This design comes from an exercise in tuning for small area and a short achievable clock period on the open sky130 flow, not from production work. Only simulation tests tie the RTL to the original design; equivalence was not proved. Power and IR drop assume default switching activity.

Design parallel_accumulator, start of the top module:
module parallel_accumulator (
    input  logic                   clk,
    input  logic                   rst,
    input  logic [16-1:0][32-1:0] in_values,
    input  logic [16-1:0][4-1:0]    in_ids,
    input  logic                   in_valid,
    input  logic [4-1:0][16-1:0]   in_dst_ids,
    input  logic [4-1:0][16-1:0] in_src_masks,
    input  logic [4-1:0] in_dst_valid,
    output logic [16-1:0][32-1:0] sums,
    output logic [16-1:0][4-1:0]    out_ids,
    output logic [16-1:0]   seg_end,
    output logic                   out_valid,
    output logic [4-1:0][16-1:0]   out_dst_ids,
    output logic [4-1:0][16-1:0] out_src_masks,
    output logic [4-1:0] out_dst_valid
);
    localparam int W = 32;
    logic [4:0] vld;
    logic [4-1:0][16-1:0] dst_ids_q [5];
    logic [4-1:0][16-1:0] masks_q [5];
    logic [4-1:0] dvalid_q [5];
    logic [16-1:0][4-1:0] ids_q [5];
    logic g1_1;
    logic g1_3;
    logic g1_5;
  ...
Size in the first run: roughly 6800 cells after synthesis, ~1400 I/O pins, ~110000 um2 of cells after synthesis.
Settings: LEC_CHECK=0, CAP_MARGIN=20, CORE_MARGIN=2, CORE_UTILIZATION=60, CTS_CLUSTER_DIAMETER=80, CTS_CLUSTER_SIZE=26, SETUP_SLACK_MARGIN=1.3, SLEW_MARGIN=20; clock period 4.5 ns.
standard.sh (not shown) runs the stock make flow with config.mk's settings and CLKGATE_MAP_FILE= SYNTH_SCRIPT=/design/flow/synth_recipe.tcl, a recipe that flattens the netlist after the stock synthesis.
==> flow/flow/run.sh <==
#!/bin/bash
# The standard layout (standard.sh), with the port buffers made from the small buf_1 cell
# instead of the cell buffer_ports picks by default. Everything else is the standard flow.
set -euo pipefail
bash standard.sh "BUFFER_PORTS_ARGS=-buffer_cell sky130_fd_sc_hd__buf_1" finish > standard_flow.log 2>&1
Next try:
- CORE_UTILIZATION: 60 -> 40
- SETUP_SLACK_MARGIN: 1.3 -> 2.0
- wire length grows by 3.9%
- total power grows by 3.6%
- worst setup slack loses 0.13 ns
Next try:
- CORE_UTILIZATION: 40 -> 75
- SETUP_SLACK_MARGIN: 2.0 -> 1.0
Outcome: This time the run never finished: it broke off in I/O pin placement (3_2_place_iop) (PPL-0024); synthesized area is unchanged; synthesized cell count does not change.
Next try:
- CORE_UTILIZATION: 75 -> 40
This time the run completed without violations.
Synthesized cell count stays the same.
Area after synthesis stays the same.

* * *

== v6 ==
Another version of the RTL of parallel_accumulator (not shown whole).
Size: about 8,800 cells after synthesis, ~4,600 flip-flops, about 1,400 I/O pins, ~130,000 um2 of cells after synthesis.
Design parallel_accumulator, start of the top module:
module parallel_accumulator (
    input  logic                   clk,
    input  logic                   rst,
    input  logic [16-1:0][32-1:0] in_values,
    input  logic [16-1:0][4-1:0]    in_ids,
    input  logic                   in_valid,
    input  logic [4-1:0][16-1:0]   in_dst_ids,
    input  logic [4-1:0][16-1:0] in_src_masks,
    input  logic [4-1:0] in_dst_valid,
    output logic [16-1:0][32-1:0] sums,
    output logic [16-1:0][4-1:0]    out_ids,
    output logic [16-1:0]   seg_end,
    output logic                   out_valid,
    output logic [4-1:0][16-1:0]   out_dst_ids,
    output logic [4-1:0][16-1:0] out_src_masks,
    output logic [4-1:0] out_dst_valid
);
    localparam int W = 32;
    logic [5:0] vld;
    logic [4-1:0][16-1:0] dst_ids_q [6];
    logic [4-1:0][16-1:0] masks_q [6];
    logic [4-1:0] dvalid_q [6];
    logic [16-1:0][4-1:0] ids_q [6];
    logic g1_1;
    logic g1_3;
    logic g1_5;
    logic g1_7;
    logic g1_9;
    logic g1_11;
    logic g1_13;
    logic g1_15;
    logic g2_2;
    logic g2_3;
    logic g2_6;
    logic g2_7;
    logic g2_10;
    logic g2_11;
    logic g2_14;
    logic g2_15;
    logic g3_4;
    logic g3_5;
    logic g3_6;
    logic g3_7;
    logic g3_12;
    logic g3_13;
    logic g3_14;
    logic g3_15;
    logic g4_8;
    logic g4_9;
    logic g4_10;
    logic g4_11;
    logic g4_12;
    logic g4_13;
    logic g4_14;
    logic g4_15;
    logic [31:0][0:0] x1_1;
    logic [32:0] c1_1;
  ...
export LEC_CHECK = 0
export CAP_MARGIN = 20
export CORE_MARGIN = 2
export CORE_UTILIZATION = 60
export CTS_BUF_LIST = sky130_fd_sc_hd__clkbuf_4 sky130_fd_sc_hd__clkbuf_8
export CTS_CLUSTER_SIZE = 30
export SLEW_MARGIN = 20
create_clock -name core_clock -period 4.5 [get_ports {clk}]
run.sh (not shown) runs the stock make flow with config.mk's settings and CLKGATE_MAP_FILE= SYNTH_SCRIPT=/design/flow/synth_recipe.tcl, a recipe that flattens the netlist after the stock synthesis.
Stock flow here: none of the scripts above is used.
### v6 -> v7
# v6
export LEC_CHECK = 0
export CAP_MARGIN = 20
export CORE_MARGIN = 2
export CORE_UTILIZATION = 60
export CTS_BUF_LIST = sky130_fd_sc_hd__clkbuf_4 sky130_fd_sc_hd__clkbuf_8
export CTS_CLUSTER_SIZE = 30
export SLEW_MARGIN = 20
create_clock -name core_clock -period 4.5 [get_ports {clk}]
# v7
export LEC_CHECK = 0
export CAP_MARGIN = 20
export CORE_MARGIN = 2
export CORE_UTILIZATION = 40
export SLEW_MARGIN = 20
create_clock -name core_clock -period 4.5 [get_ports {clk}]
Results
- Higher sequential share of layout area was reported by v6, not v7.
- Compared with v6, v7 shows portion of the clock cycle consumed by the worst path in the final layout lower by 3.1 points.
- Diff v6 -> v7 | wire length of the first global-routing pass | increase of about 3%
- In v7 the power dissipated by switching net loads turned out about 4% higher than in v6.

* * *

Another version of the RTL of parallel_accumulator (not shown whole).
Size: about 7,600 cells after synthesis, about 4,600 flip-flops, ~1,400 I/O pins.
clock: 4.5 ns
lec_check: 0
cap_margin: 20
core_margin: 2
core_utilization: 40
cts_cluster_diameter: 70
cts_cluster_size: 22
slew_margin: 20
standard.sh (not shown) runs the stock make flow with config.mk's settings and CLKGATE_MAP_FILE= SYNTH_SCRIPT=/design/flow/synth_recipe.tcl, a recipe that flattens the netlist after the stock synthesis.
Scripts as last shown in full above: flow/flow/run.sh
==> next run, changes <==
==> flow/run.sh (new file) <==
#!/bin/bash
# synth_recipe.tcl (not shown) runs the flow's synth.tcl, then flattens the netlist and writes it again
# the make line also repeats each setting of config.mk as NAME=value (left out here)
make -C /OpenROAD-flow-scripts/flow DESIGN_CONFIG=/design/flow/config.mk WORK_HOME=/design/flow/orfs CLKGATE_MAP_FILE= SYNTH_SCRIPT=/design/flow/synth_recipe.tcl finish
Settings changed: CORE_UTILIZATION 40 to 55, CTS_CLUSTER_DIAMETER 70 to not set, CTS_CLUSTER_SIZE 22 to 28.
removed: flow/flow/run.sh
removed: flow/standard.sh
Effect:
- The changed run completed without violations
- synthesized area is unchanged
- first-iteration DRC count barely changes
- critical path depth stays the same
==> next run, changes <==
Settings changed: CORE_UTILIZATION 55 to 40.
What happened:
- global-route usage goes down by 6.8 points
- total power goes up by 0.86%
- via count goes up by 0.43%
- die area goes up by 37%
- synthesized cell count is unchanged
- worst setup slack is better by 0.020 ns
==> next run, changes <==
==> flow/flow/run.sh (new file) <==
#!/bin/bash
# The standard layout (standard.sh), with the port buffers made from the small buf_1 cell
# instead of the cell buffer_ports picks by default. Everything else is the standard flow.
set -euo pipefail
bash standard.sh "BUFFER_PORTS_ARGS=-buffer_cell sky130_fd_sc_hd__buf_1" finish > standard_flow.log 2>&1
==> flow/standard.sh (new file) <==
#!/bin/bash
# synth_recipe.tcl (not shown) runs the flow's synth.tcl, then flattens the netlist and writes it again
# the make line also repeats each setting of config.mk as NAME=value (left out here)
make -C /OpenROAD-flow-scripts/flow DESIGN_CONFIG=/design/flow/config.mk WORK_HOME=/design/flow/orfs CLKGATE_MAP_FILE= SYNTH_SCRIPT=/design/flow/synth_recipe.tcl "${@:-finish}"
Settings changed: CTS_CLUSTER_DIAMETER set to 80, CTS_CLUSTER_SIZE 28 to 26, SETUP_SLACK_MARGIN set to 2.0.
removed: flow/run.sh
The changed run ran to the end with no violations.
Die area stays the same.
Clock-buffer cell count drops by 369.
Non-clock buffer count rose by 297.
Setup slack improved by 0.46 ns.
Design area shrinks by 6.0%.
Synthesized cell count stays the same.
Via count shrinks by 1.1%.
==> next run, changes <==
==> flow/run.sh (new file) <==
#!/bin/bash
# synth_recipe.tcl (not shown) runs the flow's synth.tcl, then flattens the netlist and writes it again
# the make line also repeats each setting of config.mk as NAME=value (left out here)
make -C /OpenROAD-flow-scripts/flow DESIGN_CONFIG=/design/flow/config.mk WORK_HOME=/design/flow/orfs CLKGATE_MAP_FILE= SYNTH_SCRIPT=/design/flow/synth_recipe.tcl finish
Settings changed: CTS_CLUSTER_DIAMETER 80 to not set, CTS_CLUSTER_SIZE 26 to not set, SETUP_SLACK_MARGIN 2.0 to not set.
removed: flow/flow/run.sh
removed: flow/standard.sh
Result: Die area does not change; clock power climbs by 70%; clock-buffer cell count grows by 369; maximum frequency is lower by 12%; hold slack is better by 0.19 ns; synthesized area is unchanged; synthesized cell count is unchanged; register-to-register slack got worse by 0.46 ns.

* * *

parallel_accumulator with an RTL version that a note above also has.
For scale: about 6800 cells after synthesis, ~3800 flip-flops, ~0.11 mm^2 of cells after synthesis.
clock: 4.5 ns
lec_check: 0
cap_margin: 20
core_margin: 2
core_utilization: 65
cts_cluster_diameter: 80
cts_cluster_size: 26
setup_slack_margin: 1.0
slew_margin: 20
==> flow/flow/run.sh <==
#!/bin/bash
# The standard layout (standard.sh), with the port buffers made from the small buf_1 cell
# instead of the cell buffer_ports picks by default. Everything else is the standard flow.
set -euo pipefail
bash standard.sh "BUFFER_PORTS_ARGS=-buffer_cell sky130_fd_sc_hd__buf_1" finish > standard_flow.log 2>&1
The first run finished with timing, DRC and antenna clean.
Edit:
- CORE_UTILIZATION: 65 -> 40
- SETUP_SLACK_MARGIN: 1.0 -> unset
The changed run went through all stages and came out clean.
Setup slack degrades by 0.47 ns.
Combinational power goes down by roughly a tenth.
Count of clock-buffer cells in the layout increases by 21.
Routed wire length drops by a few percent.
Cell area barely changes.
Die area came out higher by well over a third.
Power grows slightly.
Clock skew climbs by 0.026 ns.

* * *

parallel_accumulator again, from the RTL that the note above started with.
export LEC_CHECK = 0
export CAP_MARGIN = 20
export CORE_MARGIN = 2
export CORE_UTILIZATION = 60
export CTS_CLUSTER_DIAMETER = 80
export CTS_CLUSTER_SIZE = 26
export SETUP_SLACK_MARGIN = 0.8
export SLEW_MARGIN = 20
create_clock -name core_clock -period 4.5 [get_ports {clk}]
Scripts as last shown in full above: flow/flow/run.sh
Rerun with:
Settings changed: SETUP_SLACK_MARGIN 0.8 to 1.0.
The new run went through all stages and came out clean.
Maximum frequency went up by 0.45%.
Power went up by 0.30%.
Wire length went up by 0.74%.
Utilization went up by 0.68 points.

* * *

parallel_accumulator with an RTL version that a note above also has.
For scale: roughly 4600 flip-flops, ~1400 I/O pins, roughly 120000 sq um of cells after synthesis.
Settings: LEC_CHECK=0, CAP_MARGIN=20, CORE_MARGIN=2, CORE_UTILIZATION=40, CTS_CLUSTER_DIAMETER=70, CTS_CLUSTER_SIZE=22, SETUP_SLACK_MARGIN=1.0, SLEW_MARGIN=20; clock period 4.5 ns.
Scripts as last shown in full above: flow/flow/run.sh
Edit:
==> flow/run.sh (new file) <==
#!/bin/bash
# synth_recipe.tcl (not shown) runs the flow's synth.tcl, then flattens the netlist and writes it again
# the make line also repeats each setting of config.mk as NAME=value (left out here)
make -C /OpenROAD-flow-scripts/flow DESIGN_CONFIG=/design/flow/config.mk WORK_HOME=/design/flow/orfs CLKGATE_MAP_FILE= SYNTH_SCRIPT=/design/flow/synth_recipe.tcl finish
Settings changed: SETUP_SLACK_MARGIN 1.0 to default.
removed: flow/flow/run.sh
removed: flow/standard.sh
Result:
- The new run ran to the end with no violations
- non-clock buffer count decreases by 110
- global-route usage stays flat
- combinational power increases by 25%
- setup slack is worse by 350 ps
- die area does not change
- power increases by 1.5%

port drivers added, routing unchanged:
No port has a modelled driver above. Below, the same layouts with a new extraction and two added sets of constraints. Step 1: set_driving_cell puts a clkbuf_16 on clk and a buf_2 on each other input, an assumption about the parent block. Step 2 also shifts input and output timing later by t, the mid clock arrival at the registers, as if the neighbouring blocks saw the same clock. a / b / c = no drivers / after step 1 / after step 2; a / b = the first two.
run	t (ns)	slack for setup (ns)	latest minus earliest clock arrival (ns)	cell pins on the clock port's net
the first run of note 1	0.944	0.863 / 0.863 / -0.006	0.027 / 0.026	1
the second run of note 1	0.957	0.735 / 0.735 / -0.016	0.075 / 0.075	1
the fourth run of note 1	0.969	0.782 / 0.782 / -0.022	0.048 / 0.048	1
v6	1.149	0.248 / 0.248 / -0.069	0.084 / 0.084	1
v7	1.024	0.387 / 0.387 / 0.215	0.082 / 0.081	1
the first run of note 3	0.961	0.623 / 0.623 / -0.046	0.072 / 0.072	1
the second run of note 3	1.058	0.667 / 0.667 / -0.275	0.078 / 0.078	1
the third run of note 3	1.020	0.688 / 0.603 / -0.236	0.093 / 0.093	1
the fourth run of note 3	0.991	1.149 / 1.149 / 0.303	0.061 / 0.062	1
the fifth run of note 3	1.020	0.688 / 0.603 / -0.236	0.093 / 0.093	1
the first run of note 4	0.941	0.828 / 0.828 / -0.043	0.034 / 0.034	1
the second run of note 4	0.973	0.355 / 0.355 / -0.401	0.062 / 0.062	1
the first run of note 5	0.948	0.840 / 0.840 / -0.028	0.035 / 0.035	1
the second run of note 5	0.938	0.856 / 0.856 / 0.044	0.034 / 0.033	1
the first run of note 6	0.972	1.034 / 1.034 / 0.166	0.082 / 0.082	1
the second run of note 6	0.965	0.686 / 0.687 / -0.199	0.063 / 0.064	1
With both steps, setup timing fails in 12 of these runs, where it was met with ideal ports. The setup slack of the second run of note 3, which loses most, moves by 0.000 ns with the drivers and by -0.942 ns with both steps.
